This design comes from an exercise in tuning for small area, a short achievable clock period and few clock cycles on the open sky130 flow, not from production work.
At most, simulation tests tie the RTL to the original design; equivalence was not proved.
For run 1, only the layout was checked, not whether the RTL still works.
Power is estimated from default activity; no workload was simulated.

==> design.v <==
`default_nettype none
package acc_pkg;
  localparam int LANES  = 4;
  localparam int LANE_W = 16;
  localparam int ACC_W  = 32;
  localparam int DATA_W = LANES * LANE_W;
endpackage
`default_nettype wire
`default_nettype none
`timescale 1ns/1ns
module acc_ctrl (
  input  logic        ap_clk,
  input  logic        ap_rst_n,
  input  logic        ap_start,
  input  logic [31:0] cfg,
  input  logic        ifm_valid,
  input  logic        wgt_valid,
  input  logic        ofm_ready,
  output logic        ap_idle,
  output logic        ap_done,
  output logic        take,        
  output logic        ready,       
  output logic        clr,         
  output logic        adv_out,     
  output logic        ofm_valid
);
  logic        busy;        
  logic        adv;         
  logic        in_act;      
  logic        done_q;
  logic        p_last;      
  logic        p_jlast;     
  logic        cs_fin;      
  logic        cs_last;     
  logic        out_q;       
  logic        o_last;      
  logic        fresh;       
  logic [15:0] ci_q;        
  logic [15:0] pc;          
  logic [15:0] wc;          
  logic [15:0] pc_cur;      
  logic [15:0] pc_dec;
  logic [15:0] wc_dec;
  logic        last_in;     
  logic start_acc;
  logic word_end;
  logic emit;
  logic cs_fin_nx;
  logic may_block;
  logic may_block_nx;
  logic can_take;
  logic can_take_q;
  logic in_act_nx;
  logic p_last_nx;
  logic out_q_nx;
  assign start_acc = ap_start && !busy;
  assign emit      = out_q && ofm_ready;
  assign adv_out   = cs_fin && (!out_q || ofm_ready);
  assign cs_fin_nx = adv ? p_last : (adv_out ? 1'b0 : cs_fin);
  assign out_q_nx  = adv_out ? 1'b1 : (emit ? 1'b0 : out_q);
  assign may_block = (adv && p_last && (cs_fin || out_q)) || (cs_fin && out_q);
  assign can_take  = in_act && !may_block;
  assign ready     = can_take_q && ifm_valid && wgt_valid;
  assign take      = can_take && ifm_valid && wgt_valid;
  assign in_act_nx    = start_acc ? 1'b1 : ((take && word_end && last_in) ? 1'b0 : in_act);
  assign p_last_nx    = take ? word_end : p_last;
  assign may_block_nx = (take && p_last_nx && (cs_fin_nx || out_q_nx)) || (cs_fin_nx && out_q_nx);
  assign pc_cur    = fresh ? ci_q : pc;
  assign word_end  = (pc_cur == 16'd1);
  assign last_in   = (wc == 16'd1);
  always_comb begin
    logic bp;
    logic bw;
    bp = 1'b1;
    bw = 1'b1;
    for (int i = 0; i < 16; i++) begin
      pc_dec[i] = pc_cur[i] ^ bp;
      wc_dec[i] = wc[i] ^ bw;
      bp = bp & ~pc_cur[i];
      bw = bw & ~wc[i];
    end
  end
  always_ff @(posedge ap_clk) begin
    if (!ap_rst_n) begin
      busy    <= 1'b0;
      in_act  <= 1'b0;
      done_q  <= 1'b0;
      cs_fin  <= 1'b0;
      out_q   <= 1'b0;
      adv     <= 1'b0;
      clr     <= 1'b0;
      fresh   <= 1'b1;
      can_take_q <= 1'b0;
    end else begin
      can_take_q <= in_act_nx && !may_block_nx;
      done_q <= 1'b0;
      in_act <= in_act_nx;
      if (start_acc) begin
        busy   <= 1'b1;
        fresh  <= 1'b1;
      end
      if (take) begin
        fresh <= word_end;
      end
      cs_fin <= cs_fin_nx;
      out_q  <= out_q_nx;
      adv    <= take;
      clr    <= take && fresh;
      if (emit && o_last) begin
        busy   <= 1'b0;
        done_q <= 1'b1;
      end
    end
  end
  always_ff @(posedge ap_clk) begin
    p_last <= p_last_nx;
    if (take) begin
      p_jlast <= last_in;
    end
    if (adv) begin
      cs_last <= p_jlast;
    end
    if (adv_out) begin
      o_last <= cs_last;
    end
  end
  always_ff @(posedge ap_clk) begin
    if (start_acc) begin
      ci_q <= cfg[31:16];
    end
    if (take) begin
      pc <= pc_dec;
    end
    if (start_acc) begin
      wc <= cfg[15:0];
    end else if (take && word_end) begin
      wc <= wc_dec;
    end
  end
  assign ap_idle   = !busy;
  assign ap_done   = done_q;
  assign ofm_valid = out_q;
endmodule
`default_nettype wire
`default_nettype none
module mac_lane (
  input  logic [15:0] a,
  input  logic [15:0] b,
  input  logic [31:0] s_in,
  input  logic [31:0] c_in,
  output logic [31:0] s_out,
  output logic [31:0] c_out
);
  logic [255:0] pp;
  logic hs0;
  logic hc0;
  logic fs0;
  logic fc0;
  logic hs1;
  logic hc1;
  logic fs1;
  logic fc1;
  logic fs2;
  logic fc2;
  logic hs2;
  logic hc2;
  logic fs3;
  logic fc3;
  logic fs4;
  logic fc4;
  logic fs5;
  logic fc5;
  logic hs3;
  logic hc3;
  logic fs6;
  logic fc6;
  logic fs7;
  logic fc7;
  logic fs8;
  logic fc8;
  logic fs9;
  logic fc9;
  logic hs4;
  logic hc4;
  logic fs10;
  logic fc10;
  logic fs11;
  logic fc11;
  logic fs12;
  logic fc12;
  logic fs13;
  logic fc13;
  logic hs5;
  logic hc5;
  logic fs14;
  logic fc14;
  logic fs15;
  logic fc15;
  logic fs16;
  logic fc16;
  logic fs17;
  logic fc17;
  logic fs18;
  logic fc18;
  logic fs19;
  logic fc19;
  logic fs20;
  logic fc20;
  logic fs21;
  logic fc21;
  logic fs22;
  logic fc22;
  logic fs23;
  logic fc23;
  logic hs6;
  logic hc6;
  logic fs24;
  logic fc24;
  logic hs7;
  logic hc7;
  logic fs25;
  logic fc25;
  logic fs26;
  logic fc26;
  logic hs8;
  logic hc8;
  logic fs27;
  logic fc27;
  logic fs28;
  logic fc28;
  logic fs29;
  logic fc29;
  logic hs9;
  logic hc9;
  logic fs30;
  logic fc30;
  logic fs31;
  logic fc31;
  logic fs32;
  logic fc32;
  logic fs33;
  logic fc33;
  logic fs34;
  logic fc34;
  logic fs35;
  logic fc35;
  logic fs36;
  logic fc36;
  logic fs37;
  logic fc37;
  logic fs38;
  logic fc38;
  logic fs39;
  logic fc39;
  logic fs40;
  logic fc40;
  logic fs41;
  logic fc41;
  logic fs42;
  logic fc42;
  logic fs43;
  logic fc43;
  logic fs44;
  logic fc44;
  logic fs45;
  logic fc45;
  logic fs46;
  logic fc46;
  logic fs47;
  logic fc47;
  logic fs48;
  logic fc48;
  logic fs49;
  logic fc49;
  logic fs50;
  logic fc50;
  logic fs51;
  logic fc51;
  logic fs52;
  logic fc52;
  logic fs53;
  logic fc53;
  logic fs54;
  logic fc54;
  logic fs55;
  logic fc55;
  logic fs56;
  logic fc56;
  logic fs57;
  logic fc57;
  logic fs58;
  logic fc58;
  logic fs59;
  logic fc59;
  logic fs60;
  logic fc60;
  logic fs61;
  logic fc61;
  logic fs62;
  logic fc62;
  logic fs63;
  logic fc63;
  logic fs64;
  logic fc64;
  logic fs65;
  logic fc65;
  logic fs66;
  logic fc66;
  logic fs67;
  logic fc67;
  logic fs68;
  logic fc68;
  logic fs69;
  logic fc69;
  logic fs70;
  logic fc70;
  logic fs71;
  logic fc71;
  logic fs72;
  logic fc72;
  logic fs73;
  logic fc73;
  logic fs74;
  logic fc74;
  logic fs75;
  logic fc75;
  logic fs76;
  logic fc76;
  logic fs77;
  logic fc77;
  logic fs78;
  logic fc78;
  logic fs79;
  logic fc79;
  logic hs10;
  logic hc10;
  logic fs80;
  logic fc80;
  logic hs11;
  logic hc11;
  logic fs81;
  logic fc81;
  logic fs82;
  logic fc82;
  logic hs12;
  logic hc12;
  logic fs83;
  logic fc83;
  logic fs84;
  logic fc84;
  logic fs85;
  logic fc85;
  logic fs86;
  logic fc86;
  logic fs87;
  logic fc87;
  logic fs88;
  logic fc88;
  logic fs89;
  logic fc89;
  logic fs90;
  logic fc90;
  logic fs91;
  logic fc91;
  logic fs92;
  logic fc92;
  logic fs93;
  logic fc93;
  logic fs94;
  logic fc94;
  logic fs95;
  logic fc95;
  logic fs96;
  logic fc96;
  logic fs97;
  logic fc97;
  logic fs98;
  logic fc98;
  logic fs99;
  logic fc99;
  logic fs100;
  logic fc100;
  logic fs101;
  logic fc101;
  logic fs102;
  logic fc102;
  logic fs103;
  logic fc103;
  logic fs104;
  logic fc104;
  logic fs105;
  logic fc105;
  logic fs106;
  logic fc106;
  logic fs107;
  logic fc107;
  logic fs108;
  logic fc108;
  logic fs109;
  logic fc109;
  logic fs110;
  logic fc110;
  logic fs111;
  logic fc111;
  logic fs112;
  logic fc112;
  logic fs113;
  logic fc113;
  logic fs114;
  logic fc114;
  logic fs115;
  logic fc115;
  logic fs116;
  logic fc116;
  logic fs117;
  logic fc117;
  logic fs118;
  logic fc118;
  logic fs119;
  logic fc119;
  logic fs120;
  logic fc120;
  logic fs121;
  logic fc121;
  logic fs122;
  logic fc122;
  logic fs123;
  logic fc123;
  logic fs124;
  logic fc124;
  logic fs125;
  logic fc125;
  logic fs126;
  logic fc126;
  logic fs127;
  logic fc127;
  logic fs128;
  logic fc128;
  logic fs129;
  logic fc129;
  logic fs130;
  logic fc130;
  logic fs131;
  logic fc131;
  logic fs132;
  logic fc132;
  logic fs133;
  logic fc133;
  logic fs134;
  logic fc134;
  logic fs135;
  logic fc135;
  logic fs136;
  logic fc136;
  logic fs137;
  logic fc137;
  logic fs138;
  logic fc138;
  logic fs139;
  logic fc139;
  logic fs140;
  logic fc140;
  logic fs141;
  logic fc141;
  logic fs142;
  logic fc142;
  logic hs13;
  logic hc13;
  logic fs143;
  logic fc143;
  logic hs14;
  logic hc14;
  logic fs144;
  logic fc144;
  logic fs145;
  logic fc145;
  logic fs146;
  logic fc146;
  logic fs147;
  logic fc147;
  logic fs148;
  logic fc148;
  logic fs149;
  logic fc149;
  logic fs150;
  logic fc150;
  logic fs151;
  logic fc151;
  logic fs152;
  logic fc152;
  logic fs153;
  logic fc153;
  logic fs154;
  logic fc154;
  logic fs155;
  logic fc155;
  logic fs156;
  logic fc156;
  logic fs157;
  logic fc157;
  logic fs158;
  logic fc158;
  logic fs159;
  logic fc159;
  logic fs160;
  logic fc160;
  logic fs161;
  logic fc161;
  logic fs162;
  logic fc162;
  logic fs163;
  logic fc163;
  logic fs164;
  logic fc164;
  logic fs165;
  logic fc165;
  logic fs166;
  logic fc166;
  logic fs167;
  logic fc167;
  logic fs168;
  logic fc168;
  logic fs169;
  logic fc169;
  logic fs170;
  logic fc170;
  logic fs171;
  logic fc171;
  logic fs172;
  logic fc172;
  logic fs173;
  logic fc173;
  logic fs174;
  logic fc174;
  logic fs175;
  logic fc175;
  logic fs176;
  logic fc176;
  logic fs177;
  logic fc177;
  logic fs178;
  logic fc178;
  logic fs179;
  logic fc179;
  logic fs180;
  logic fc180;
  logic fs181;
  logic fc181;
  logic fs182;
  logic fc182;
  logic fs183;
  logic fc183;
  logic fs184;
  logic fc184;
  logic fs185;
  logic fc185;
  logic fs186;
  logic fc186;
  logic fs187;
  logic fc187;
  logic fs188;
  logic fc188;
  logic fs189;
  logic fc189;
  logic fs190;
  logic fc190;
  logic fs191;
  logic fc191;
  logic fs192;
  logic fc192;
  logic fs193;
  logic fc193;
  logic fs194;
  logic fc194;
  logic hs15;
  logic hc15;
  logic fs195;
  logic fc195;
  logic fs196;
  logic fc196;
  logic fs197;
  logic fc197;
  logic fs198;
  logic fc198;
  logic fs199;
  logic fc199;
  logic fs200;
  logic fc200;
  logic fs201;
  logic fc201;
  logic fs202;
  logic fc202;
  logic fs203;
  logic fc203;
  logic fs204;
  logic fc204;
  logic fs205;
  logic fc205;
  logic fs206;
  logic fc206;
  logic fs207;
  logic fc207;
  logic fs208;
  logic fc208;
  logic fs209;
  logic fc209;
  logic fs210;
  logic fc210;
  logic fs211;
  logic fc211;
  logic fs212;
  logic fc212;
  logic fs213;
  logic fc213;
  logic fs214;
  logic fc214;
  logic fs215;
  logic fc215;
  logic fs216;
  logic fc216;
  logic fs217;
  logic fc217;
  logic fs218;
  logic fc218;
  logic fs219;
  logic fc219;
  logic fs220;
  logic fc220;
  logic fs221;
  logic fc221;
  logic fs222;
  logic fc222;
  logic fs223;
  logic fc223;
  logic hs16;
  logic hc16;
  logic fs224;
  logic fc224;
  logic fs225;
  logic fc225;
  logic fs226;
  logic fc226;
  logic fs227;
  logic fc227;
  logic fs228;
  logic fc228;
  logic fs229;
  logic fc229;
  logic fs230;
  logic fc230;
  logic fs231;
  logic fc231;
  logic fs232;
  logic fc232;
  logic fs233;
  logic fc233;
  logic fs234;
  logic fc234;
  logic fs235;
  logic fc235;
  logic fs236;
  logic fc236;
  logic fs237;
  logic fc237;
  logic fs238;
  logic fc238;
  logic fs239;
  logic fc239;
  logic fs240;
  logic fc240;
  logic fs241;
  logic fc241;
  logic fs242;
  logic fc242;
  logic fs243;
  logic fc243;
  logic fs244;
  logic fc244;
  logic fs245;
  logic fc245;
  logic fs246;
  logic fc246;
  logic fs247;
  logic fc247;
  logic fs248;
  logic fc248;
  logic fs249;
  logic fc249;
  logic fs250;
  logic fc250;
  logic fs251;
  logic fc251;
  logic fs252;
  logic fc252;
  logic fs253;
  logic fc253;
  logic fs254;
  always_comb begin
    for (int i = 0; i < 16; i++) begin
      for (int j = 0; j < 16; j++) begin
        pp[i*16+j] = ~(a[i] & b[j]);
      end
    end
  end
  assign hs0 = ~(pp[11] ^ pp[26]);
  assign hc0 = pp[11] | pp[26];
  mac_fa u_fa0 (.a(pp[12]), .b(pp[27]), .c(pp[42]), .s(fs0), .co(fc0));
  assign hs1 = ~(pp[57] ^ pp[72]);
  assign hc1 = pp[57] | pp[72];
  mac_fa u_fa1 (.a(pp[13]), .b(pp[28]), .c(pp[43]), .s(fs1), .co(fc1));
  mac_fa u_fa2 (.a(pp[58]), .b(pp[73]), .c(pp[88]), .s(fs2), .co(fc2));
  assign hs2 = ~(pp[103] ^ pp[118]);
  assign hc2 = pp[103] | pp[118];
  mac_fa u_fa3 (.a(pp[14]), .b(pp[29]), .c(pp[44]), .s(fs3), .co(fc3));
  mac_fa u_fa4 (.a(pp[59]), .b(pp[74]), .c(pp[89]), .s(fs4), .co(fc4));
  mac_fa u_fa5 (.a(pp[104]), .b(pp[119]), .c(pp[134]), .s(fs5), .co(fc5));
  assign hs3 = ~(pp[149] ^ pp[164]);
  assign hc3 = pp[149] | pp[164];
  mac_fa u_fa6 (.a(pp[15]), .b(pp[30]), .c(pp[45]), .s(fs6), .co(fc6));
  mac_fa u_fa7 (.a(pp[60]), .b(pp[75]), .c(pp[90]), .s(fs7), .co(fc7));
  mac_fa u_fa8 (.a(pp[105]), .b(pp[120]), .c(pp[135]), .s(fs8), .co(fc8));
  mac_fa u_fa9 (.a(pp[150]), .b(pp[165]), .c(pp[180]), .s(fs9), .co(fc9));
  assign hs4 = ~(pp[195] ^ pp[210]);
  assign hc4 = pp[195] | pp[210];
  mac_fa u_fa10 (.a(pp[31]), .b(pp[46]), .c(pp[61]), .s(fs10), .co(fc10));
  mac_fa u_fa11 (.a(pp[76]), .b(pp[91]), .c(pp[106]), .s(fs11), .co(fc11));
  mac_fa u_fa12 (.a(pp[121]), .b(pp[136]), .c(pp[151]), .s(fs12), .co(fc12));
  mac_fa u_fa13 (.a(pp[166]), .b(pp[181]), .c(pp[196]), .s(fs13), .co(fc13));
  assign hs5 = ~(pp[211] ^ pp[226]);
  assign hc5 = pp[211] | pp[226];
  mac_fa u_fa14 (.a(pp[47]), .b(pp[62]), .c(pp[77]), .s(fs14), .co(fc14));
  mac_fa u_fa15 (.a(pp[92]), .b(pp[107]), .c(pp[122]), .s(fs15), .co(fc15));
  mac_fa u_fa16 (.a(pp[137]), .b(pp[152]), .c(pp[167]), .s(fs16), .co(fc16));
  mac_fa u_fa17 (.a(pp[182]), .b(pp[197]), .c(pp[212]), .s(fs17), .co(fc17));
  mac_fa u_fa18 (.a(pp[63]), .b(pp[78]), .c(pp[93]), .s(fs18), .co(fc18));
  mac_fa u_fa19 (.a(pp[108]), .b(pp[123]), .c(pp[138]), .s(fs19), .co(fc19));
  mac_fa u_fa20 (.a(pp[153]), .b(pp[168]), .c(pp[183]), .s(fs20), .co(fc20));
  mac_fa u_fa21 (.a(pp[79]), .b(pp[94]), .c(pp[109]), .s(fs21), .co(fc21));
  mac_fa u_fa22 (.a(pp[124]), .b(pp[139]), .c(pp[154]), .s(fs22), .co(fc22));
  mac_fa u_fa23 (.a(pp[95]), .b(pp[110]), .c(pp[125]), .s(fs23), .co(fc23));
  assign hs6 = ~(pp[7] ^ pp[22]);
  assign hc6 = pp[7] | pp[22];
  mac_fa u_fa24 (.a(pp[8]), .b(pp[23]), .c(pp[38]), .s(fs24), .co(fc24));
  assign hs7 = ~(pp[53] ^ pp[68]);
  assign hc7 = pp[53] | pp[68];
  mac_fa u_fa25 (.a(pp[9]), .b(pp[24]), .c(pp[39]), .s(fs25), .co(fc25));
  mac_fa u_fa26 (.a(pp[54]), .b(pp[69]), .c(pp[84]), .s(fs26), .co(fc26));
  assign hs8 = ~(pp[99] ^ pp[114]);
  assign hc8 = pp[99] | pp[114];
  mac_fa u_fa27 (.a(pp[10]), .b(pp[25]), .c(pp[40]), .s(fs27), .co(fc27));
  mac_fa u_fa28 (.a(pp[55]), .b(pp[70]), .c(pp[85]), .s(fs28), .co(fc28));
  mac_fa u_fa29 (.a(pp[100]), .b(pp[115]), .c(pp[130]), .s(fs29), .co(fc29));
  assign hs9 = ~(pp[145] ^ pp[160]);
  assign hc9 = pp[145] | pp[160];
  mac_fa u_fa30 (.a(pp[41]), .b(pp[56]), .c(pp[71]), .s(fs30), .co(fc30));
  mac_fa u_fa31 (.a(pp[86]), .b(pp[101]), .c(pp[116]), .s(fs31), .co(fc31));
  mac_fa u_fa32 (.a(pp[131]), .b(pp[146]), .c(pp[161]), .s(fs32), .co(fc32));
  mac_fa u_fa33 (.a(pp[176]), .b(hs0), .c(s_in[11]), .s(fs33), .co(fc33));
  mac_fa u_fa34 (.a(pp[87]), .b(pp[102]), .c(pp[117]), .s(fs34), .co(fc34));
  mac_fa u_fa35 (.a(pp[132]), .b(pp[147]), .c(pp[162]), .s(fs35), .co(fc35));
  mac_fa u_fa36 (.a(pp[177]), .b(pp[192]), .c(hc0), .s(fs36), .co(fc36));
  mac_fa u_fa37 (.a(hs1), .b(s_in[12]), .c(c_in[12]), .s(fs37), .co(fc37));
  mac_fa u_fa38 (.a(pp[133]), .b(pp[148]), .c(pp[163]), .s(fs38), .co(fc38));
  mac_fa u_fa39 (.a(pp[178]), .b(pp[193]), .c(pp[208]), .s(fs39), .co(fc39));
  mac_fa u_fa40 (.a(hc1), .b(hs2), .c(s_in[13]), .s(fs40), .co(fc40));
  mac_fa u_fa41 (.a(c_in[13]), .b(fc0), .c(fs1), .s(fs41), .co(fc41));
  mac_fa u_fa42 (.a(pp[179]), .b(pp[194]), .c(pp[209]), .s(fs42), .co(fc42));
  mac_fa u_fa43 (.a(pp[224]), .b(hc2), .c(hs3), .s(fs43), .co(fc43));
  mac_fa u_fa44 (.a(s_in[14]), .b(c_in[14]), .c(fc1), .s(fs44), .co(fc44));
  mac_fa u_fa45 (.a(fc2), .b(fs3), .c(fs4), .s(fs45), .co(fc45));
  mac_fa u_fa46 (.a(pp[225]), .b(pp[240]), .c(hc3), .s(fs46), .co(fc46));
  mac_fa u_fa47 (.a(hs4), .b(s_in[15]), .c(c_in[15]), .s(fs47), .co(fc47));
  mac_fa u_fa48 (.a(fc3), .b(fc4), .c(fc5), .s(fs48), .co(fc48));
  mac_fa u_fa49 (.a(fs6), .b(fs7), .c(fs8), .s(fs49), .co(fc49));
  mac_fa u_fa50 (.a(pp[241]), .b(hc4), .c(hs5), .s(fs50), .co(fc50));
  mac_fa u_fa51 (.a(s_in[16]), .b(c_in[16]), .c(fc6), .s(fs51), .co(fc51));
  mac_fa u_fa52 (.a(fc7), .b(fc8), .c(fc9), .s(fs52), .co(fc52));
  mac_fa u_fa53 (.a(fs10), .b(fs11), .c(fs12), .s(fs53), .co(fc53));
  mac_fa u_fa54 (.a(pp[227]), .b(pp[242]), .c(hc5), .s(fs54), .co(fc54));
  mac_fa u_fa55 (.a(s_in[17]), .b(c_in[17]), .c(fc10), .s(fs55), .co(fc55));
  mac_fa u_fa56 (.a(fc11), .b(fc12), .c(fc13), .s(fs56), .co(fc56));
  mac_fa u_fa57 (.a(fs14), .b(fs15), .c(fs16), .s(fs57), .co(fc57));
  mac_fa u_fa58 (.a(pp[198]), .b(pp[213]), .c(pp[228]), .s(fs58), .co(fc58));
  mac_fa u_fa59 (.a(pp[243]), .b(s_in[18]), .c(c_in[18]), .s(fs59), .co(fc59));
  mac_fa u_fa60 (.a(fc14), .b(fc15), .c(fc16), .s(fs60), .co(fc60));
  mac_fa u_fa61 (.a(fc17), .b(fs18), .c(fs19), .s(fs61), .co(fc61));
  mac_fa u_fa62 (.a(pp[169]), .b(pp[184]), .c(pp[199]), .s(fs62), .co(fc62));
  mac_fa u_fa63 (.a(pp[214]), .b(pp[229]), .c(pp[244]), .s(fs63), .co(fc63));
  mac_fa u_fa64 (.a(s_in[19]), .b(c_in[19]), .c(fc18), .s(fs64), .co(fc64));
  mac_fa u_fa65 (.a(fc19), .b(fc20), .c(fs21), .s(fs65), .co(fc65));
  mac_fa u_fa66 (.a(pp[140]), .b(pp[155]), .c(pp[170]), .s(fs66), .co(fc66));
  mac_fa u_fa67 (.a(pp[185]), .b(pp[200]), .c(pp[215]), .s(fs67), .co(fc67));
  mac_fa u_fa68 (.a(pp[230]), .b(pp[245]), .c(s_in[20]), .s(fs68), .co(fc68));
  mac_fa u_fa69 (.a(c_in[20]), .b(fc21), .c(fc22), .s(fs69), .co(fc69));
  mac_fa u_fa70 (.a(pp[111]), .b(pp[126]), .c(pp[141]), .s(fs70), .co(fc70));
  mac_fa u_fa71 (.a(pp[156]), .b(pp[171]), .c(pp[186]), .s(fs71), .co(fc71));
  mac_fa u_fa72 (.a(pp[201]), .b(pp[216]), .c(pp[231]), .s(fs72), .co(fc72));
  mac_fa u_fa73 (.a(pp[246]), .b(s_in[21]), .c(c_in[21]), .s(fs73), .co(fc73));
  mac_fa u_fa74 (.a(pp[127]), .b(pp[142]), .c(pp[157]), .s(fs74), .co(fc74));
  mac_fa u_fa75 (.a(pp[172]), .b(pp[187]), .c(pp[202]), .s(fs75), .co(fc75));
  mac_fa u_fa76 (.a(pp[217]), .b(pp[232]), .c(pp[247]), .s(fs76), .co(fc76));
  mac_fa u_fa77 (.a(pp[143]), .b(pp[158]), .c(pp[173]), .s(fs77), .co(fc77));
  mac_fa u_fa78 (.a(pp[188]), .b(pp[203]), .c(pp[218]), .s(fs78), .co(fc78));
  mac_fa u_fa79 (.a(pp[159]), .b(pp[174]), .c(pp[189]), .s(fs79), .co(fc79));
  assign hs10 = ~(pp[4] ^ pp[19]);
  assign hc10 = pp[4] | pp[19];
  mac_fa u_fa80 (.a(pp[5]), .b(pp[20]), .c(pp[35]), .s(fs80), .co(fc80));
  assign hs11 = ~(pp[50] ^ pp[65]);
  assign hc11 = pp[50] | pp[65];
  mac_fa u_fa81 (.a(pp[6]), .b(pp[21]), .c(pp[36]), .s(fs81), .co(fc81));
  mac_fa u_fa82 (.a(pp[51]), .b(pp[66]), .c(pp[81]), .s(fs82), .co(fc82));
  assign hs12 = ~(pp[96] ^ s_in[6]);
  assign hc12 = pp[96] | s_in[6];
  mac_fa u_fa83 (.a(pp[37]), .b(pp[52]), .c(pp[67]), .s(fs83), .co(fc83));
  mac_fa u_fa84 (.a(pp[82]), .b(pp[97]), .c(pp[112]), .s(fs84), .co(fc84));
  mac_fa u_fa85 (.a(hs6), .b(s_in[7]), .c(c_in[7]), .s(fs85), .co(fc85));
  mac_fa u_fa86 (.a(pp[83]), .b(pp[98]), .c(pp[113]), .s(fs86), .co(fc86));
  mac_fa u_fa87 (.a(pp[128]), .b(hc6), .c(hs7), .s(fs87), .co(fc87));
  mac_fa u_fa88 (.a(s_in[8]), .b(c_in[8]), .c(fs24), .s(fs88), .co(fc88));
  mac_fa u_fa89 (.a(pp[129]), .b(pp[144]), .c(hc7), .s(fs89), .co(fc89));
  mac_fa u_fa90 (.a(hs8), .b(s_in[9]), .c(c_in[9]), .s(fs90), .co(fc90));
  mac_fa u_fa91 (.a(fc24), .b(fs25), .c(fs26), .s(fs91), .co(fc91));
  mac_fa u_fa92 (.a(hc8), .b(hs9), .c(s_in[10]), .s(fs92), .co(fc92));
  mac_fa u_fa93 (.a(c_in[10]), .b(fc25), .c(fc26), .s(fs93), .co(fc93));
  mac_fa u_fa94 (.a(fs27), .b(fs28), .c(fs29), .s(fs94), .co(fc94));
  mac_fa u_fa95 (.a(hc9), .b(c_in[11]), .c(fc27), .s(fs95), .co(fc95));
  mac_fa u_fa96 (.a(fc28), .b(fc29), .c(fs30), .s(fs96), .co(fc96));
  mac_fa u_fa97 (.a(fs31), .b(fs32), .c(fs33), .s(fs97), .co(fc97));
  mac_fa u_fa98 (.a(fc30), .b(fc31), .c(fc32), .s(fs98), .co(fc98));
  mac_fa u_fa99 (.a(fs34), .b(fs35), .c(fs0), .s(fs99), .co(fc99));
  mac_fa u_fa100 (.a(fs36), .b(fc33), .c(fs37), .s(fs100), .co(fc100));
  mac_fa u_fa101 (.a(fc34), .b(fc35), .c(fs38), .s(fs101), .co(fc101));
  mac_fa u_fa102 (.a(fs39), .b(fs2), .c(fc36), .s(fs102), .co(fc102));
  mac_fa u_fa103 (.a(fc37), .b(fs40), .c(fs41), .s(fs103), .co(fc103));
  mac_fa u_fa104 (.a(fc38), .b(fc39), .c(fs42), .s(fs104), .co(fc104));
  mac_fa u_fa105 (.a(fs5), .b(fc40), .c(fs43), .s(fs105), .co(fc105));
  mac_fa u_fa106 (.a(fc41), .b(fs44), .c(fs45), .s(fs106), .co(fc106));
  mac_fa u_fa107 (.a(fc42), .b(fs9), .c(fs46), .s(fs107), .co(fc107));
  mac_fa u_fa108 (.a(fc43), .b(fs47), .c(fc44), .s(fs108), .co(fc108));
  mac_fa u_fa109 (.a(fc45), .b(fs48), .c(fs49), .s(fs109), .co(fc109));
  mac_fa u_fa110 (.a(fs13), .b(fc46), .c(fc47), .s(fs110), .co(fc110));
  mac_fa u_fa111 (.a(fs50), .b(fc48), .c(fc49), .s(fs111), .co(fc111));
  mac_fa u_fa112 (.a(fs51), .b(fs52), .c(fs53), .s(fs112), .co(fc112));
  mac_fa u_fa113 (.a(fs17), .b(fs54), .c(fc50), .s(fs113), .co(fc113));
  mac_fa u_fa114 (.a(fc51), .b(fc52), .c(fc53), .s(fs114), .co(fc114));
  mac_fa u_fa115 (.a(fs55), .b(fs56), .c(fs57), .s(fs115), .co(fc115));
  mac_fa u_fa116 (.a(fs58), .b(fs20), .c(fc54), .s(fs116), .co(fc116));
  mac_fa u_fa117 (.a(fs59), .b(fc55), .c(fc56), .s(fs117), .co(fc117));
  mac_fa u_fa118 (.a(fc57), .b(fs60), .c(fs61), .s(fs118), .co(fc118));
  mac_fa u_fa119 (.a(fc58), .b(fs62), .c(fs63), .s(fs119), .co(fc119));
  mac_fa u_fa120 (.a(fs22), .b(fc59), .c(fc60), .s(fs120), .co(fc120));
  mac_fa u_fa121 (.a(fc61), .b(fs64), .c(fs65), .s(fs121), .co(fc121));
  mac_fa u_fa122 (.a(fc62), .b(fc63), .c(fs66), .s(fs122), .co(fc122));
  mac_fa u_fa123 (.a(fs67), .b(fs23), .c(fs68), .s(fs123), .co(fc123));
  mac_fa u_fa124 (.a(fc64), .b(fc65), .c(fs69), .s(fs124), .co(fc124));
  mac_fa u_fa125 (.a(fc66), .b(fc67), .c(fc23), .s(fs125), .co(fc125));
  mac_fa u_fa126 (.a(fs70), .b(fs71), .c(fs72), .s(fs126), .co(fc126));
  mac_fa u_fa127 (.a(fc68), .b(fs73), .c(fc69), .s(fs127), .co(fc127));
  mac_fa u_fa128 (.a(s_in[22]), .b(c_in[22]), .c(fc70), .s(fs128), .co(fc128));
  mac_fa u_fa129 (.a(fc71), .b(fc72), .c(fs74), .s(fs129), .co(fc129));
  mac_fa u_fa130 (.a(fs75), .b(fs76), .c(fc73), .s(fs130), .co(fc130));
  mac_fa u_fa131 (.a(pp[233]), .b(pp[248]), .c(s_in[23]), .s(fs131), .co(fc131));
  mac_fa u_fa132 (.a(c_in[23]), .b(fc74), .c(fc75), .s(fs132), .co(fc132));
  mac_fa u_fa133 (.a(fc76), .b(fs77), .c(fs78), .s(fs133), .co(fc133));
  mac_fa u_fa134 (.a(pp[204]), .b(pp[219]), .c(pp[234]), .s(fs134), .co(fc134));
  mac_fa u_fa135 (.a(pp[249]), .b(s_in[24]), .c(c_in[24]), .s(fs135), .co(fc135));
  mac_fa u_fa136 (.a(fc77), .b(fc78), .c(fs79), .s(fs136), .co(fc136));
  mac_fa u_fa137 (.a(pp[175]), .b(pp[190]), .c(pp[205]), .s(fs137), .co(fc137));
  mac_fa u_fa138 (.a(pp[220]), .b(pp[235]), .c(pp[250]), .s(fs138), .co(fc138));
  mac_fa u_fa139 (.a(s_in[25]), .b(c_in[25]), .c(fc79), .s(fs139), .co(fc139));
  mac_fa u_fa140 (.a(pp[191]), .b(pp[206]), .c(pp[221]), .s(fs140), .co(fc140));
  mac_fa u_fa141 (.a(pp[236]), .b(pp[251]), .c(s_in[26]), .s(fs141), .co(fc141));
  mac_fa u_fa142 (.a(pp[207]), .b(pp[222]), .c(pp[237]), .s(fs142), .co(fc142));
  assign hs13 = ~(pp[2] ^ pp[17]);
  assign hc13 = pp[2] | pp[17];
  mac_fa u_fa143 (.a(pp[3]), .b(pp[18]), .c(pp[33]), .s(fs143), .co(fc143));
  assign hs14 = ~(pp[48] ^ s_in[3]);
  assign hc14 = pp[48] | s_in[3];
  mac_fa u_fa144 (.a(pp[34]), .b(pp[49]), .c(pp[64]), .s(fs144), .co(fc144));
  mac_fa u_fa145 (.a(hs10), .b(s_in[4]), .c(c_in[4]), .s(fs145), .co(fc145));
  mac_fa u_fa146 (.a(pp[80]), .b(hc10), .c(hs11), .s(fs146), .co(fc146));
  mac_fa u_fa147 (.a(s_in[5]), .b(c_in[5]), .c(fs80), .s(fs147), .co(fc147));
  mac_fa u_fa148 (.a(hc11), .b(c_in[6]), .c(fc80), .s(fs148), .co(fc148));
  mac_fa u_fa149 (.a(fs81), .b(fs82), .c(hs12), .s(fs149), .co(fc149));
  mac_fa u_fa150 (.a(fc81), .b(fc82), .c(fs83), .s(fs150), .co(fc150));
  mac_fa u_fa151 (.a(fs84), .b(hc12), .c(fs85), .s(fs151), .co(fc151));
  mac_fa u_fa152 (.a(fc83), .b(fc84), .c(fs86), .s(fs152), .co(fc152));
  mac_fa u_fa153 (.a(fc85), .b(fs87), .c(fs88), .s(fs153), .co(fc153));
  mac_fa u_fa154 (.a(fc86), .b(fs89), .c(fc87), .s(fs154), .co(fc154));
  mac_fa u_fa155 (.a(fs90), .b(fc88), .c(fs91), .s(fs155), .co(fc155));
  mac_fa u_fa156 (.a(fc89), .b(fc90), .c(fs92), .s(fs156), .co(fc156));
  mac_fa u_fa157 (.a(fc91), .b(fs93), .c(fs94), .s(fs157), .co(fc157));
  mac_fa u_fa158 (.a(fc92), .b(fc93), .c(fc94), .s(fs158), .co(fc158));
  mac_fa u_fa159 (.a(fs95), .b(fs96), .c(fs97), .s(fs159), .co(fc159));
  mac_fa u_fa160 (.a(fc95), .b(fc96), .c(fs98), .s(fs160), .co(fc160));
  mac_fa u_fa161 (.a(fs99), .b(fc97), .c(fs100), .s(fs161), .co(fc161));
  mac_fa u_fa162 (.a(fc98), .b(fc99), .c(fs101), .s(fs162), .co(fc162));
  mac_fa u_fa163 (.a(fs102), .b(fc100), .c(fs103), .s(fs163), .co(fc163));
  mac_fa u_fa164 (.a(fc101), .b(fs104), .c(fc102), .s(fs164), .co(fc164));
  mac_fa u_fa165 (.a(fs105), .b(fc103), .c(fs106), .s(fs165), .co(fc165));
  mac_fa u_fa166 (.a(fc104), .b(fs107), .c(fc105), .s(fs166), .co(fc166));
  mac_fa u_fa167 (.a(fs108), .b(fc106), .c(fs109), .s(fs167), .co(fc167));
  mac_fa u_fa168 (.a(fc107), .b(fs110), .c(fc108), .s(fs168), .co(fc168));
  mac_fa u_fa169 (.a(fc109), .b(fs111), .c(fs112), .s(fs169), .co(fc169));
  mac_fa u_fa170 (.a(fc110), .b(fs113), .c(fc111), .s(fs170), .co(fc170));
  mac_fa u_fa171 (.a(fc112), .b(fs114), .c(fs115), .s(fs171), .co(fc171));
  mac_fa u_fa172 (.a(fs116), .b(fc113), .c(fc114), .s(fs172), .co(fc172));
  mac_fa u_fa173 (.a(fs117), .b(fc115), .c(fs118), .s(fs173), .co(fc173));
  mac_fa u_fa174 (.a(fs119), .b(fc116), .c(fc117), .s(fs174), .co(fc174));
  mac_fa u_fa175 (.a(fs120), .b(fc118), .c(fs121), .s(fs175), .co(fc175));
  mac_fa u_fa176 (.a(fc119), .b(fs122), .c(fc120), .s(fs176), .co(fc176));
  mac_fa u_fa177 (.a(fs123), .b(fc121), .c(fs124), .s(fs177), .co(fc177));
  mac_fa u_fa178 (.a(fc122), .b(fs125), .c(fs126), .s(fs178), .co(fc178));
  mac_fa u_fa179 (.a(fc123), .b(fc124), .c(fs127), .s(fs179), .co(fc179));
  mac_fa u_fa180 (.a(fc125), .b(fc126), .c(fs128), .s(fs180), .co(fc180));
  mac_fa u_fa181 (.a(fs129), .b(fs130), .c(fc127), .s(fs181), .co(fc181));
  mac_fa u_fa182 (.a(fs131), .b(fc128), .c(fc129), .s(fs182), .co(fc182));
  mac_fa u_fa183 (.a(fs132), .b(fs133), .c(fc130), .s(fs183), .co(fc183));
  mac_fa u_fa184 (.a(fs134), .b(fc131), .c(fs135), .s(fs184), .co(fc184));
  mac_fa u_fa185 (.a(fc132), .b(fc133), .c(fs136), .s(fs185), .co(fc185));
  mac_fa u_fa186 (.a(fc134), .b(fs137), .c(fs138), .s(fs186), .co(fc186));
  mac_fa u_fa187 (.a(fc135), .b(fc136), .c(fs139), .s(fs187), .co(fc187));
  mac_fa u_fa188 (.a(c_in[26]), .b(fc137), .c(fc138), .s(fs188), .co(fc188));
  mac_fa u_fa189 (.a(fs140), .b(fs141), .c(fc139), .s(fs189), .co(fc189));
  mac_fa u_fa190 (.a(pp[252]), .b(s_in[27]), .c(c_in[27]), .s(fs190), .co(fc190));
  mac_fa u_fa191 (.a(fc140), .b(fs142), .c(fc141), .s(fs191), .co(fc191));
  mac_fa u_fa192 (.a(pp[223]), .b(pp[238]), .c(pp[253]), .s(fs192), .co(fc192));
  mac_fa u_fa193 (.a(s_in[28]), .b(c_in[28]), .c(fc142), .s(fs193), .co(fc193));
  mac_fa u_fa194 (.a(pp[239]), .b(pp[254]), .c(s_in[29]), .s(fs194), .co(fc194));
  assign hs15 = ~(pp[1] ^ pp[16]);
  assign hc15 = pp[1] | pp[16];
  mac_fa u_fa195 (.a(pp[32]), .b(hs13), .c(s_in[2]), .s(fs195), .co(fc195));
  mac_fa u_fa196 (.a(hc13), .b(c_in[3]), .c(fs143), .s(fs196), .co(fc196));
  mac_fa u_fa197 (.a(fc143), .b(fs144), .c(hc14), .s(fs197), .co(fc197));
  mac_fa u_fa198 (.a(fc144), .b(fc145), .c(fs146), .s(fs198), .co(fc198));
  mac_fa u_fa199 (.a(fc146), .b(fc147), .c(fs148), .s(fs199), .co(fc199));
  mac_fa u_fa200 (.a(fc148), .b(fs150), .c(fc149), .s(fs200), .co(fc200));
  mac_fa u_fa201 (.a(fc150), .b(fs152), .c(fc151), .s(fs201), .co(fc201));
  mac_fa u_fa202 (.a(fc152), .b(fs154), .c(fc153), .s(fs202), .co(fc202));
  mac_fa u_fa203 (.a(fc154), .b(fs156), .c(fc155), .s(fs203), .co(fc203));
  mac_fa u_fa204 (.a(fc156), .b(fc157), .c(fs158), .s(fs204), .co(fc204));
  mac_fa u_fa205 (.a(fc158), .b(fs160), .c(fc159), .s(fs205), .co(fc205));
  mac_fa u_fa206 (.a(fc160), .b(fs162), .c(fc161), .s(fs206), .co(fc206));
  mac_fa u_fa207 (.a(fc162), .b(fs164), .c(fc163), .s(fs207), .co(fc207));
  mac_fa u_fa208 (.a(fc164), .b(fs166), .c(fc165), .s(fs208), .co(fc208));
  mac_fa u_fa209 (.a(fc166), .b(fs168), .c(fc167), .s(fs209), .co(fc209));
  mac_fa u_fa210 (.a(fc168), .b(fs170), .c(fc169), .s(fs210), .co(fc210));
  mac_fa u_fa211 (.a(fc170), .b(fs172), .c(fc171), .s(fs211), .co(fc211));
  mac_fa u_fa212 (.a(fc172), .b(fs174), .c(fc173), .s(fs212), .co(fc212));
  mac_fa u_fa213 (.a(fc174), .b(fs176), .c(fc175), .s(fs213), .co(fc213));
  mac_fa u_fa214 (.a(fs178), .b(fc176), .c(fc177), .s(fs214), .co(fc214));
  mac_fa u_fa215 (.a(fc178), .b(fs180), .c(fc179), .s(fs215), .co(fc215));
  mac_fa u_fa216 (.a(fc180), .b(fs182), .c(fs183), .s(fs216), .co(fc216));
  mac_fa u_fa217 (.a(fs184), .b(fc182), .c(fs185), .s(fs217), .co(fc217));
  mac_fa u_fa218 (.a(fs186), .b(fc184), .c(fc185), .s(fs218), .co(fc218));
  mac_fa u_fa219 (.a(fc186), .b(fs188), .c(fc187), .s(fs219), .co(fc219));
  mac_fa u_fa220 (.a(fs190), .b(fc188), .c(fs191), .s(fs220), .co(fc220));
  mac_fa u_fa221 (.a(fs192), .b(fc190), .c(fs193), .s(fs221), .co(fc221));
  mac_fa u_fa222 (.a(c_in[29]), .b(fc192), .c(fs194), .s(fs222), .co(fc222));
  mac_fa u_fa223 (.a(pp[255]), .b(s_in[30]), .c(c_in[30]), .s(fs223), .co(fc223));
  assign hs16 = ~(pp[0] ^ s_in[0]);
  assign hc16 = pp[0] | s_in[0];
  mac_fa u_fa224 (.a(hs15), .b(s_in[1]), .c(c_in[1]), .s(fs224), .co(fc224));
  mac_fa u_fa225 (.a(hc15), .b(c_in[2]), .c(fs195), .s(fs225), .co(fc225));
  mac_fa u_fa226 (.a(hs14), .b(fc195), .c(fs196), .s(fs226), .co(fc226));
  mac_fa u_fa227 (.a(fs145), .b(fc196), .c(fs197), .s(fs227), .co(fc227));
  mac_fa u_fa228 (.a(fs147), .b(fc197), .c(fs198), .s(fs228), .co(fc228));
  mac_fa u_fa229 (.a(fs149), .b(fc198), .c(fs199), .s(fs229), .co(fc229));
  mac_fa u_fa230 (.a(fs151), .b(fc199), .c(fs200), .s(fs230), .co(fc230));
  mac_fa u_fa231 (.a(fs153), .b(fc200), .c(fs201), .s(fs231), .co(fc231));
  mac_fa u_fa232 (.a(fs155), .b(fc201), .c(fs202), .s(fs232), .co(fc232));
  mac_fa u_fa233 (.a(fs157), .b(fc202), .c(fs203), .s(fs233), .co(fc233));
  mac_fa u_fa234 (.a(fs159), .b(fc203), .c(fs204), .s(fs234), .co(fc234));
  mac_fa u_fa235 (.a(fs161), .b(fc204), .c(fs205), .s(fs235), .co(fc235));
  mac_fa u_fa236 (.a(fs163), .b(fc205), .c(fs206), .s(fs236), .co(fc236));
  mac_fa u_fa237 (.a(fs165), .b(fc206), .c(fs207), .s(fs237), .co(fc237));
  mac_fa u_fa238 (.a(fs167), .b(fc207), .c(fs208), .s(fs238), .co(fc238));
  mac_fa u_fa239 (.a(fs169), .b(fc208), .c(fs209), .s(fs239), .co(fc239));
  mac_fa u_fa240 (.a(fs171), .b(fc209), .c(fs210), .s(fs240), .co(fc240));
  mac_fa u_fa241 (.a(fs173), .b(fc210), .c(fs211), .s(fs241), .co(fc241));
  mac_fa u_fa242 (.a(fs175), .b(fc211), .c(fs212), .s(fs242), .co(fc242));
  mac_fa u_fa243 (.a(fs177), .b(fc212), .c(fs213), .s(fs243), .co(fc243));
  mac_fa u_fa244 (.a(fs179), .b(fc213), .c(fs214), .s(fs244), .co(fc244));
  mac_fa u_fa245 (.a(fs181), .b(fc214), .c(fs215), .s(fs245), .co(fc245));
  mac_fa u_fa246 (.a(fc181), .b(fs216), .c(fc215), .s(fs246), .co(fc246));
  mac_fa u_fa247 (.a(fc183), .b(fs217), .c(fc216), .s(fs247), .co(fc247));
  mac_fa u_fa248 (.a(fs187), .b(fc217), .c(fs218), .s(fs248), .co(fc248));
  mac_fa u_fa249 (.a(fs189), .b(fc218), .c(fs219), .s(fs249), .co(fc249));
  mac_fa u_fa250 (.a(fc189), .b(fs220), .c(fc219), .s(fs250), .co(fc250));
  mac_fa u_fa251 (.a(fc191), .b(fs221), .c(fc220), .s(fs251), .co(fc251));
  mac_fa u_fa252 (.a(fc193), .b(fs222), .c(fc221), .s(fs252), .co(fc252));
  mac_fa u_fa253 (.a(fc194), .b(fs223), .c(fc222), .s(fs253), .co(fc253));
  assign fs254 = s_in[31] ^ c_in[31] ^ fc223;
  assign s_out[0] = hs16;
  assign c_out[0] = c_in[0];
  assign s_out[1] = hc16;
  assign c_out[1] = fs224;
  assign s_out[2] = fc224;
  assign c_out[2] = fs225;
  assign s_out[3] = fc225;
  assign c_out[3] = fs226;
  assign s_out[4] = fc226;
  assign c_out[4] = fs227;
  assign s_out[5] = fc227;
  assign c_out[5] = fs228;
  assign s_out[6] = fc228;
  assign c_out[6] = fs229;
  assign s_out[7] = fc229;
  assign c_out[7] = fs230;
  assign s_out[8] = fc230;
  assign c_out[8] = fs231;
  assign s_out[9] = fc231;
  assign c_out[9] = fs232;
  assign s_out[10] = fc232;
  assign c_out[10] = fs233;
  assign s_out[11] = fc233;
  assign c_out[11] = fs234;
  assign s_out[12] = fc234;
  assign c_out[12] = fs235;
  assign s_out[13] = fc235;
  assign c_out[13] = fs236;
  assign s_out[14] = fc236;
  assign c_out[14] = fs237;
  assign s_out[15] = fc237;
  assign c_out[15] = fs238;
  assign s_out[16] = fc238;
  assign c_out[16] = fs239;
  assign s_out[17] = fc239;
  assign c_out[17] = fs240;
  assign s_out[18] = fc240;
  assign c_out[18] = fs241;
  assign s_out[19] = fc241;
  assign c_out[19] = fs242;
  assign s_out[20] = fc242;
  assign c_out[20] = fs243;
  assign s_out[21] = fc243;
  assign c_out[21] = fs244;
  assign s_out[22] = fc244;
  assign c_out[22] = fs245;
  assign s_out[23] = fc245;
  assign c_out[23] = fs246;
  assign s_out[24] = fc246;
  assign c_out[24] = fs247;
  assign s_out[25] = fc247;
  assign c_out[25] = fs248;
  assign s_out[26] = fc248;
  assign c_out[26] = fs249;
  assign s_out[27] = fc249;
  assign c_out[27] = fs250;
  assign s_out[28] = fc250;
  assign c_out[28] = fs251;
  assign s_out[29] = fc251;
  assign c_out[29] = fs252;
  assign s_out[30] = fc252;
  assign c_out[30] = fs253;
  assign s_out[31] = fc253;
  assign c_out[31] = fs254;
endmodule
module mac_fa (
  input  logic a,
  input  logic b,
  input  logic c,
  output logic s,
  output logic co
);
  assign s  = a ^ b ^ c;
  assign co = (a & b) | (a & c) | (b & c);
endmodule
`default_nettype wire
`default_nettype none
`timescale 1ns/1ns
module mac_engine (
  input  logic          ap_clk,
  input  logic          take,
  input  logic          clr,
  input  logic          adv_out,
  input  logic [63:0]   ifm_data,
  input  logic [63:0]   wgt_data,
  output logic [127:0]  ofm_data
);
  logic [63:0]      a_q;     
  logic [63:0]      b_q;
  logic [3:0][31:0] s_q;
  logic [3:0][31:0] c_q;
  logic [3:0][31:0] s_in;
  logic [3:0][31:0] c_in;
  logic [3:0][31:0] s_nx;
  logic [3:0][31:0] c_nx;
  logic [3:0][31:0] sum;
  logic [127:0]     o_q;     
  always_ff @(posedge ap_clk) begin
    for (int i = 0; i < 8; i++) begin
      a_q[i*8 +: 8] <= ifm_data[(7-i)*8 +: 8] & {8{take}};
      b_q[i*8 +: 8] <= wgt_data[(7-i)*8 +: 8];
    end
  end
  for (genvar l = 0; l < 4; l++) begin : g_lane
    assign s_in[l] = s_q[l] | {32{clr}};
    assign c_in[l] = c_q[l] | {32{clr}};
    mac_lane i_mac_lane (
      .a     (a_q[l*16 +: 16]),
      .b     (b_q[l*16 +: 16]),
      .s_in  (s_in[l]),
      .c_in  (c_in[l]),
      .s_out (s_nx[l]),
      .c_out (c_nx[l])
    );
    assign sum[l] = ~(s_q[l] + c_q[l] + 32'd1);
  end
  always_ff @(posedge ap_clk) begin
    s_q <= s_nx;
    c_q <= c_nx;
  end
  always_ff @(posedge ap_clk) begin
    if (adv_out) begin
      for (int l = 0; l < 4; l++) begin
        for (int i = 0; i < 4; i++) begin
          o_q[l*32 + i*8 +: 8] <= sum[l][(3-i)*8 +: 8];
        end
      end
    end
  end
  assign ofm_data = o_q;
endmodule
`default_nettype wire
`default_nettype none
`timescale 1ns/1ns
module krnl_acc (
  input  logic               ap_clk,
  input  logic               ap_rst_n,
  input  logic               ap_start,
  input  logic [31:0]        cfg,
  output logic               ap_idle,
  output logic               ap_done,
  input  logic               ifm_valid,
  output logic               ifm_ready,
  input  logic [63:0]        ifm_data,
  input  logic               wgt_valid,
  output logic               wgt_ready,
  input  logic [63:0]        wgt_data,
  output logic               ofm_valid,
  input  logic               ofm_ready,
  output logic [127:0]       ofm_data
);
  logic take;
  logic ready;
  logic clr;
  logic adv_out;
  acc_ctrl i_acc_ctrl (
    .ap_clk    (ap_clk),
    .ap_rst_n  (ap_rst_n),
    .ap_start  (ap_start),
    .cfg       (cfg),
    .ifm_valid (ifm_valid),
    .wgt_valid (wgt_valid),
    .ofm_ready (ofm_ready),
    .ap_idle   (ap_idle),
    .ap_done   (ap_done),
    .take      (take),
    .ready     (ready),
    .clr       (clr),
    .adv_out   (adv_out),
    .ofm_valid (ofm_valid)
  );
  mac_engine i_mac_engine (
    .ap_clk   (ap_clk),
    .take     (take),
    .clr      (clr),
    .adv_out  (adv_out),
    .ifm_data (ifm_data),
    .wgt_data (wgt_data),
    .ofm_data (ofm_data)
  );
  assign ifm_ready = ready;
  assign wgt_ready = ready;
endmodule
`default_nettype wire
==> flow/run.sh <==
#!/bin/bash
# The standard layout (standard.sh, standard synthesis unchanged), with
# the port buffers inserted as sky130_fd_sc_hd__buf_1, the smallest plain
# buffer, instead of the delay buffer buffer_ports picks by default. Every
# port still gets its buffer. The make output goes to standard.log; each
# tool's own log is under orfs/logs/
# Timing repair aims 5.3 ns above zero slack (a 3.7 ns period)..
set -euo pipefail
export BUFFER_PORTS_ARGS="-buffer_cell sky130_fd_sc_hd__buf_1"
bash standard.sh SETUP_SLACK_MARGIN=5.3 finish > standard.log 2>&1
==> standard.sh <==
#!/bin/bash
# synth_recipe.tcl (not shown) runs the flow's synth.tcl, then flattens the netlist and writes it again
# the make line also repeats each setting of config.mk as NAME=value (left out here)
make -C /OpenROAD-flow-scripts/flow DESIGN_CONFIG=/design/flow/config.mk WORK_HOME=/design/flow/orfs CLKGATE_MAP_FILE= SYNTH_SCRIPT=/design/flow/synth_recipe.tcl "${@:-finish}"
==> config.mk <==
export PLATFORM = sky130hd
export DESIGN_NAME = krnl_acc
export DESIGN_NICKNAME = krnl_acc
export VERILOG_FILES = /design/flow/design.v
export SDC_FILE = /design/flow/constraint.sdc
export NUM_CORES = 4
export LEC_CHECK = 0
export ABC_CLOCK_PERIOD_IN_PS = 4000
export CAP_MARGIN = 20
export CORE_MARGIN = 2
export CORE_UTILIZATION = 75
export SETUP_SLACK_MARGIN = 5.0
export SLEW_MARGIN = 20
export SYNTH_HIERARCHICAL = 1
==> constraint.sdc <==
create_clock -name core_clock -period 9.0 [get_ports {ap_clk}]
set_input_delay 1.8000 -clock core_clock [delete_from_list [all_inputs] [get_ports {ap_clk}]]
set_output_delay 1.8000 -clock core_clock [all_outputs]
set_load 0.01 [all_outputs]
==> results of run 1 <==
-- modules after synthesis (local to each module, per instance) --
module,area (um^2),copies in the design
krnl_acc,7.507,1
mac_lane,2205,4
acc_ctrl,2887,1
mac_engine,20540,1
mac_fa,20.02,1016
-- synth_stat cells, types with 24 or more instances --
| cell | instances | area share, % |
|---|---|---|
| ha_1 | 226 | 5.4 |
| nor2_1 | 59 | 0.42 |
| o21ai_0 | 66 | 0.63 |
| clkbuf_2 | 37 | 0.35 |
| buf_4 | 345 | 4.9 |
| buf_6 | 33 | 0.71 |
| edfxtp_1 | 179 | 10 |
| and2_1 | 195 | 2.3 |
| dfxtp_1 | 394 | 15 |
| clkbuf_1 | 62 | 0.44 |
| nor2b_1 | 24 | 0.29 |
| a21o_1 | 58 | 0.83 |
| fa_1 | 1020 | 39 |
| xor2_1 | 49 | 0.82 |
| nand3_1 | 29 | 0.28 |
| inv_1 | 222 | 1.6 |
| or2_2 | 258 | 3.1 |
| a21oi_1 | 116 | 1.1 |
| nand2_1 | 1003 | 7.2 |
| xnor2_1 | 65 | 1.1 |
-- path summary, 6_finish.rpt --
path / end / cells past startpoint
worst max-delay path: ifm_ready / 3
worst min-delay path: i_acc_ctrl.o_last / 0
worst max register to register: i_mac_engine.c_q[17] / 8
worst min register to register: i_acc_ctrl.o_last / 0
-- flip-flops by register name (all words and copies together) (netlist names), 16 cells and up --
signal            cells
i_acc_ctrl.ci_q      16
i_mac_engine.c_q    128
i_mac_engine.s_q    128
i_mac_engine.a_q     64
i_mac_engine.o_q    128
i_mac_engine.b_q     64
i_acc_ctrl.wc        16
i_acc_ctrl.pc        16
-- layout by cell type (no fill, tap or decap), drive strengths merged, types with 6 or more instances in the layout --
cell / instances
o21ai: 83
a21o: 58
a41oi: 8
mux2i: 18
a21oi: 122
inv: 231
a221o: 7
o21bai: 17
fa: 1020
o31ai: 6
nand3b: 7
nand2: 1003
nand4: 18
dfxtp: 394
a221oi: 7
a31oi: 16
xor2: 49
nand3: 29
nor4: 13
a211oi: 8
ha: 226
buf: 353
nor2: 60
nand2b: 16
clkbuf: 94
o21a: 9
xnor2: 65
bufinv: 7
edfxtp: 179
and3: 16
and2: 195
nor2b: 24
o211ai: 7
nor3: 18
clkinv: 16
or2: 259
-- cell families (layout without fill, tap and decap cells) --
| family | Yosys count | after routing | share of synthesized area, % |
|---|---|---|---|
| AO/OA/AOI/OAI | 395 | 395 | 5.034 |
| XOR/XNOR | 118 | 118 | 2.079 |
| adder cells (fa/ha/maj) | 1246 | 1246 | 44.20 |
| buffers and inverters | 719 | 706 | 8.196 |
| flip-flops | 573 | 573 | 25.22 |
| multiplexers | 18 | 18 | 0.3426 |
| other | 0 | 1 | 0 |
| AND/OR/NAND/NOR | 1677 | 1677 | 14.93 |
-- power groups by stage --
stage	combinational, mW	clock, mW	sequential, mW
floorplan	6.27	0	3.67
global placement	6.58	0	3.90
detailed placement	6.76	0	3.90
CTS	6.85	2.88	3.85
global route	7.75	2.98	3.89
finish	6.92	2.84	3.85
-- stage by stage --
step	hold slack, ps	util, %	total power [mW]	cell area (um^2)
floorplan	400.3	-	9.940	52620
global placement	410.7	73.88	10.48	51560
detailed placement	411.0	73.88	10.65	51560
CTS	424.3	77.61	13.58	54160
global route	436.5	78.56	14.62	54830
finish	424.0	78.57	13.61	54830
-- per-layer routing --
layer	share of wire (%)	up-vias	global-route usage [%]	routed length, um
li1	-	14680	-	-
met1	39	17390	49.45	49720
met2	47	1968	56.32	59290
met3	10	370	9.735	13070
met4	4.0	0	13.87	5030
met5	0	-	0	0
-- final cells by class --
class | count | area [um^2]
well taps | 940 | 1176
diodes | 1 | 2.502
flip-flops and latches | 573 | 13650
fillers | 4522 | 14960
repair buffers | 357 | 1803
inverters | 226 | 848.3
clock buffers | 91 | 1911
multi-input cells | 3454 | 35050
clock inverters | 32 | 389.1
-- repair_timing --
item                                    in CTS  in global routing
pin swaps                                    0                  2
gates resized for setup                    141                 98
setup buffers                                2                 41
gates cloned                                 1                  2
endpoints found under the setup margin     113                 61
==> impl_metrics.env, run 1 <==
export IMPL_crit_path_max_incr_delay_ps=200
export IMPL_placed_cells=5504
export IMPL_dr_pass1_iters=7
export IMPL_antenna_found_initial=0
export IMPL_cts_tree="yes"
export IMPL_yosys_cell_types_count=86
export IMPL_drive_gt1_share_pct=12.30
export IMPL_synth_cells=4746
export IMPL_die_x_um=268.8
export IMPL_fin_cells=5674
export IMPL_path_cells="buf_1 > and3_4 > buf_6"
export IMPL_vdd_ir_drop_max_mv=0.1851
export IMPL_timing_final_hold_violations=0
export IMPL_maxSlewHeadroom_pct=31.65
export IMPL_h_tree_depth=3
export IMPL_synth_flop_cell="dfxtp_1"
export IMPL_finalCriticalPeriod_ps=3987
export IMPL_syn_area_um2=52590
export IMPL_drc=0
export IMPL_postRouteAntennaNets=0
export IMPL_wl_per_cell_um=22.40
export IMPL_postLayoutSetupSlackWorst_ps=5013
export IMPL_grt_overflow=0
export IMPL_fp_row_count=97
export IMPL_critPathBufInv=2
export IMPL_p_per_area_nw_per_um2=248.2
export IMPL_tightest_slew_ps=1025
export IMPL_syn_nets=6158
export IMPL_grt_pass1_vias=36840
export IMPL_setup_worst_path_start_class="input pin"
export IMPL_syn_area_per_cell_um2=11.08
export IMPL_cp_arrival_ps=2190
export IMPL_synth_seq_cells=573
export IMPL_cts_max_path_buffers=3
export IMPL_clock_latency_ps=630
export IMPL_finalSetupViolCount=0
export IMPL_switching_share_pct=40.40
export IMPL_die_area_um2=72260
export IMPL_path_max_fanout=2
export IMPL_final_nets=6091
export IMPL_path_clk_slew_ps=50
export IMPL_setup_tns_ps=0
export IMPL_combPwrFrac_pct=50.9
export IMPL_cts_sink_count=573
export IMPL_p_seq_share_pct=28.3
export IMPL_wl_mm=127.1
export IMPL_port_buffers=298
export IMPL_r2r_start="i_mac_engine.a_q[1]"
export IMPL_cts_inserted_buffers=67
export IMPL_p_leak_nw=15.97
export IMPL_track_usage_pct=36.22
export IMPL_postSynth_asyncResetShare_pct=0
export IMPL_worstSetupEndpointType="output pin"
export IMPL_drt_iter0_markers=2778
export IMPL_dp_hpwl_mm=91.15
export IMPL_fin_skew_ps=19.26
export IMPL_io_pins=299
export IMPL_p_int_mw=8.112
export IMPL_core_um2=69790
export IMPL_slowest_stage="and3_4"
export IMPL_r2r_slack_ps=5340
export IMPL_grt_max_degree=82
export IMPL_critPathKind="input pin to output pin"
export IMPL_max_freq_mhz=250.8
export IMPL_hp_class="flop to flop"
export IMPL_yosysSeqAreaShare_pct=25.22
export IMPL_status="no timing/DRC/antenna violations"
export IMPL_chipHeight_um=268.8
export IMPL_syn2layout_area_growth_pct=4.251
export IMPL_place_congestion=0.9308
export IMPL_crit_required_ps=7200
export IMPL_critical_path_top_delay_family="simple AND/OR/NAND/NOR gates"
export IMPL_post_place_ws_ps=4736
export IMPL_cts_root_buf="clkbuf_16"
export IMPL_grt_first_pass_wirelength_mm=198.7
export IMPL_hold_start="i_acc_ctrl.cs_last"
export IMPL_drv_cap=0
export IMPL_cts_hold_buf=0
export IMPL_initial_core_util_pct=75.36
export IMPL_critPathLaunch="ifm_valid"
export IMPL_fin_crit_sh_pct=44.30
export IMPL_viasPerCell=6.064
export IMPL_switchingPower_mw=5.498
export IMPL_drv_slew=0
export IMPL_dr_total_vias=34410
export IMPL_synth_edf_count=179
export IMPL_p_clk_share_pct=20.9
export IMPL_yosysWarnings=9
export IMPL_rsz0062_at_grt="yes"
==> inputs of run 2 (changes only) <==
--- a/design.v
+++ b/design.v
@@ -61,6 +61,6 @@
   assign may_block = (adv && p_last && (cs_fin || out_q)) || (cs_fin && out_q);
   assign can_take  = in_act && !may_block;
-  assign ready     = can_take_q && ifm_valid && wgt_valid;
-  assign take      = can_take && ifm_valid && wgt_valid;
+  assign ready     = can_take && ifm_valid && wgt_valid;
+  assign take      = can_take_q && ifm_valid && wgt_valid;
   assign in_act_nx    = start_acc ? 1'b1 : ((take && word_end && last_in) ? 1'b0 : in_act);
   assign p_last_nx    = take ? word_end : p_last;
==> flow/run.sh (replaced) <==
#!/bin/bash
# The standard layout (standard.sh, standard synthesis unchanged), with
# the port buffers inserted as sky130_fd_sc_hd__buf_1, the smallest plain
# buffer, instead of the delay buffer buffer_ports picks by default. Every
# port still gets its buffer. The make output goes to standard.log; each
# tool's own log is under orfs/logs/.
set -euo pipefail
export BUFFER_PORTS_ARGS="-buffer_cell sky130_fd_sc_hd__buf_1"
bash standard.sh > standard.log 2>&1
==> impl_metrics.env, run 2 <==
export IMPL_core_um2=69790
export IMPL_synth_cells=4748
export IMPL_yosys_area_top_type="fa_1"
export IMPL_biggestRegsByFlops="i_mac_engine.c_q: 128 flops, i_mac_engine.o_q: 128 flops, i_mac_engine.s_q: 128 flops"
export IMPL_synth_flop_cell="dfxtp_1"
export IMPL_grt_pass1_vias=36450
export IMPL_status="no timing/DRC/antenna violations"
export IMPL_cts_root_buf="clkbuf_16"
export IMPL_rsz0062_at_grt="yes"
export IMPL_cts_tree="yes"
export IMPL_fin_crit_sh_pct=44.52
export IMPL_wl_per_cell_um=22.19
export IMPL_synth_edf_count=179
export IMPL_crit_path_max_incr_delay_ps=140
export IMPL_tightest_slew_ps=959.2
export IMPL_h_tree_depth=3
export IMPL_antenna_cells=0
export IMPL_drive_gt1_share_pct=10.93
export IMPL_antenna_found_initial=1
export IMPL_maxSlewHeadroom_pct=36.05
export IMPL_dr_total_vias=34230
export IMPL_dp_hpwl_mm=90.75
export IMPL_synth_most_common_cell="fa_1"
export IMPL_critPathBufInv=2
export IMPL_viasPerCell=6.087
export IMPL_postSynth_asyncResetShare_pct=0
export IMPL_netlist_area_leader_share_pct=38.83
export IMPL_port_buffers=298
export IMPL_mostFrequentLayoutCell="fa_1"
export IMPL_timing_final_hold_violations=0
export IMPL_die_area_um2=72250
export IMPL_p_leak_nw=16.00
export IMPL_critical_path_top_delay_family="simple AND/OR/NAND/NOR gates"
export IMPL_clock_latency_ps=630
export IMPL_cts_max_path_buffers=3
export IMPL_finalCriticalPeriod_ps=4007
export IMPL_fin_skew_ps=25.83
export IMPL_fp_row_count=97
export IMPL_drv_slew=0
export IMPL_drt_iter0_markers=2870
export IMPL_synthTopCellsByCount="fa_1, nand2_1, dfxtp_1"
export IMPL_crit_required_ps=7200
export IMPL_path_cells="buf_8 > nand3_4 > nor2_4 > buf_6"
export IMPL_postRouteAntennaNets=0
export IMPL_drc=0
export IMPL_die_x_um=268.8
export IMPL_track_usage_pct=35.98
export IMPL_syn2layout_area_growth_pct=2.753
export IMPL_setup_worst_path_start_class="input pin"
export IMPL_yosysSeqAreaShare_pct=25.22
export IMPL_finalSetupViolCount=0
export IMPL_place_congestion=0.9175
export IMPL_worstSetupEndpointType="output pin"
export IMPL_chipHeight_um=268.8
export IMPL_final_cell_mix="fa_1, nand2_1, dfxtp_1"
export IMPL_max_freq_mhz=249.6
export IMPL_vdd_ir_drop_max_mv=0.2503
export IMPL_hp_class="flop to flop"
export IMPL_synth_seq_cells=573
export IMPL_cts_sink_count=573
export IMPL_cts_hold_buf=0
export IMPL_grt_overflow=0
export IMPL_io_pins=299
export IMPL_synth_area_top_cells="fa_1, dfxtp_1, edfxtp_1"
export IMPL_syn_area_um2=52590
export IMPL_wl_mm=124.8
export IMPL_syn_nets=6160
export IMPL_yosys_cell_types_count=84
export IMPL_slowest_stage="nor2_4"
export IMPL_path_max_fanout=2
export IMPL_grt_first_pass_wirelength_mm=197.6
export IMPL_critPathKind="input pin to output pin"
export IMPL_cts_inserted_buffers=66
export IMPL_grt_max_degree=130
export IMPL_setup_tns_ps=0
export IMPL_syn_area_per_cell_um2=11.08
export IMPL_initial_core_util_pct=75.36
export IMPL_path_clk_slew_ps=60
export IMPL_p_per_area_nw_per_um2=272.9
export IMPL_drv_cap=0
export IMPL_cp_arrival_ps=2210
export IMPL_hold_ws_ps=424.4
export IMPL_yosysWarnings=9
export IMPL_final_nets=6043
export IMPL_dr_pass1_iters=6
==> run 2: path summary, 6_finish.rpt <==
path | slack (ps) | endpoint | cells past startpoint | startpoint
setup reg to reg | 5070 | i_mac_engine.c_q[115] | 7 | i_mac_engine.b_q[53]
hold / removal | 420 | i_acc_ctrl.cs_last | 0 | i_acc_ctrl.p_jlast
hold reg to reg | 420 | i_acc_ctrl.cs_last | 0 | i_acc_ctrl.p_jlast
setup / recovery | 4990 | wgt_ready | 4 | ifm_valid
==> run 2: worst register-to-register path: stages, from the launching register on <==
cell and delay [ps]:
dfxtp_1 820, nand2_1 180, fa_1 470, fa_1 560, fa_1 430, fa_1 410, fa_1 510, fa_1 420
==> run 2: layer usage <==
layer / global-route usage [%] / wire [um] / up-vias
met3: 8.219 / 12820 / 360
met1: 49.56 / 49050 / 17330
met2: 56.81 / 58260 / 1972
met4: 13.23 / 4677 / 0
met5: 0 / 0 / -
li1: - / - / 14570
==> run 2: cells by family after synthesis <==
kind of cell | after synthesis | synth area share (%)
muxes | 18 | 0.3426
AOI/OAI and AO/OA | 396 | 5.025
buffers and inverters | 718 | 8.182
adders and majority gates | 1247 | 44.22
and+or+nand+nor | 1678 | 14.93
DFF | 573 | 25.22
xor gates and xnor gates | 118 | 2.079
==> run 2: stage by stage <==
step | setup slack, ps | utilization [%] | power [mW] | cells | cell area, um^2
4_1_cts | 4994 | 77.26 | 14.73 | 5624 | 53920
3_3_place_gp | 4708 | 73.83 | 11.55 | 5501 | 51520
5_1_grt | 4965 | 77.43 | 15.85 | 5624 | 54040
6_report | 4993 | 77.43 | 14.75 | 5624 | 54040
3_5_place_dp | 4619 | 73.83 | 11.77 | 5501 | 51520
2_1_floorplan | 4830 | - | 11.12 | 4748 | 52610
==> run 2: timing repair <==
action	CTS	global route
buffers inserted	2	0
setup endpoints to repair	70	70
pin swaps	0	2
resized for setup	47	65
==> run 2: area by class of cell <==
class	count	area, um^2
Tap cell	940	1176
Clock inverter	35	325.3
Inverter	225	844.6
Timing Repair Buffer	308	1265
Multi-Input combinational cell	3457	35060
Sequential cell	573	13390
Fill cell	4547	15750
Clock buffer	86	1982
==> run 2: Yosys stat by module (local to each module, per instance) <==
module / copies in the design / area, um^2
mac_fa: 1016 / 20.02
krnl_acc: 1 / 7.507
mac_engine: 1 / 20540
mac_lane: 4 / 2205
acc_ctrl: 1 / 2885
==> run 2: power by group <==
part	leakage [nW]	switching, mW	internal (mW)
Sequential	4.92	0.473	3.54
Clock	1.14	1.14	1.70
Combinational	9.94	4.48	3.41
Testbench counts of run 2, summed over its fixed seeds: cycles 11,072.

[static timing again, ports no longer ideal]
In the flow no input, the clock included, has a driving cell. The finished layouts below were timed again as built, in two steps. Step 1 assumes that a clkbuf_16 drives the clock port and a buf_2 every other input. Step 2, shift: input delay + t, output delay - t, t = (earliest + latest rising clock arrival at the registers) / 2. This alone moves slack from input paths to output paths. a / b / c = no drivers / after step 1 / after step 2; a / b = the first two.
run | shift t [ns] | setup slack, ns | hold WS [ns] | pins driven straight from the clock port
run 1 | 0.690 | 5.013 / 4.990 / 4.849 | 0.424 / 0.424 / 0.424 | 1
run 2 | 0.685 | 4.993 / 4.939 / 4.939 | 0.424 / 0.424 / 0.424 | 1
After both steps every run listed still meets setup and hold. For run 1, which loses most, drivers alone change the setup slack by -0.023 ns; drivers and shift together by -0.164 ns.
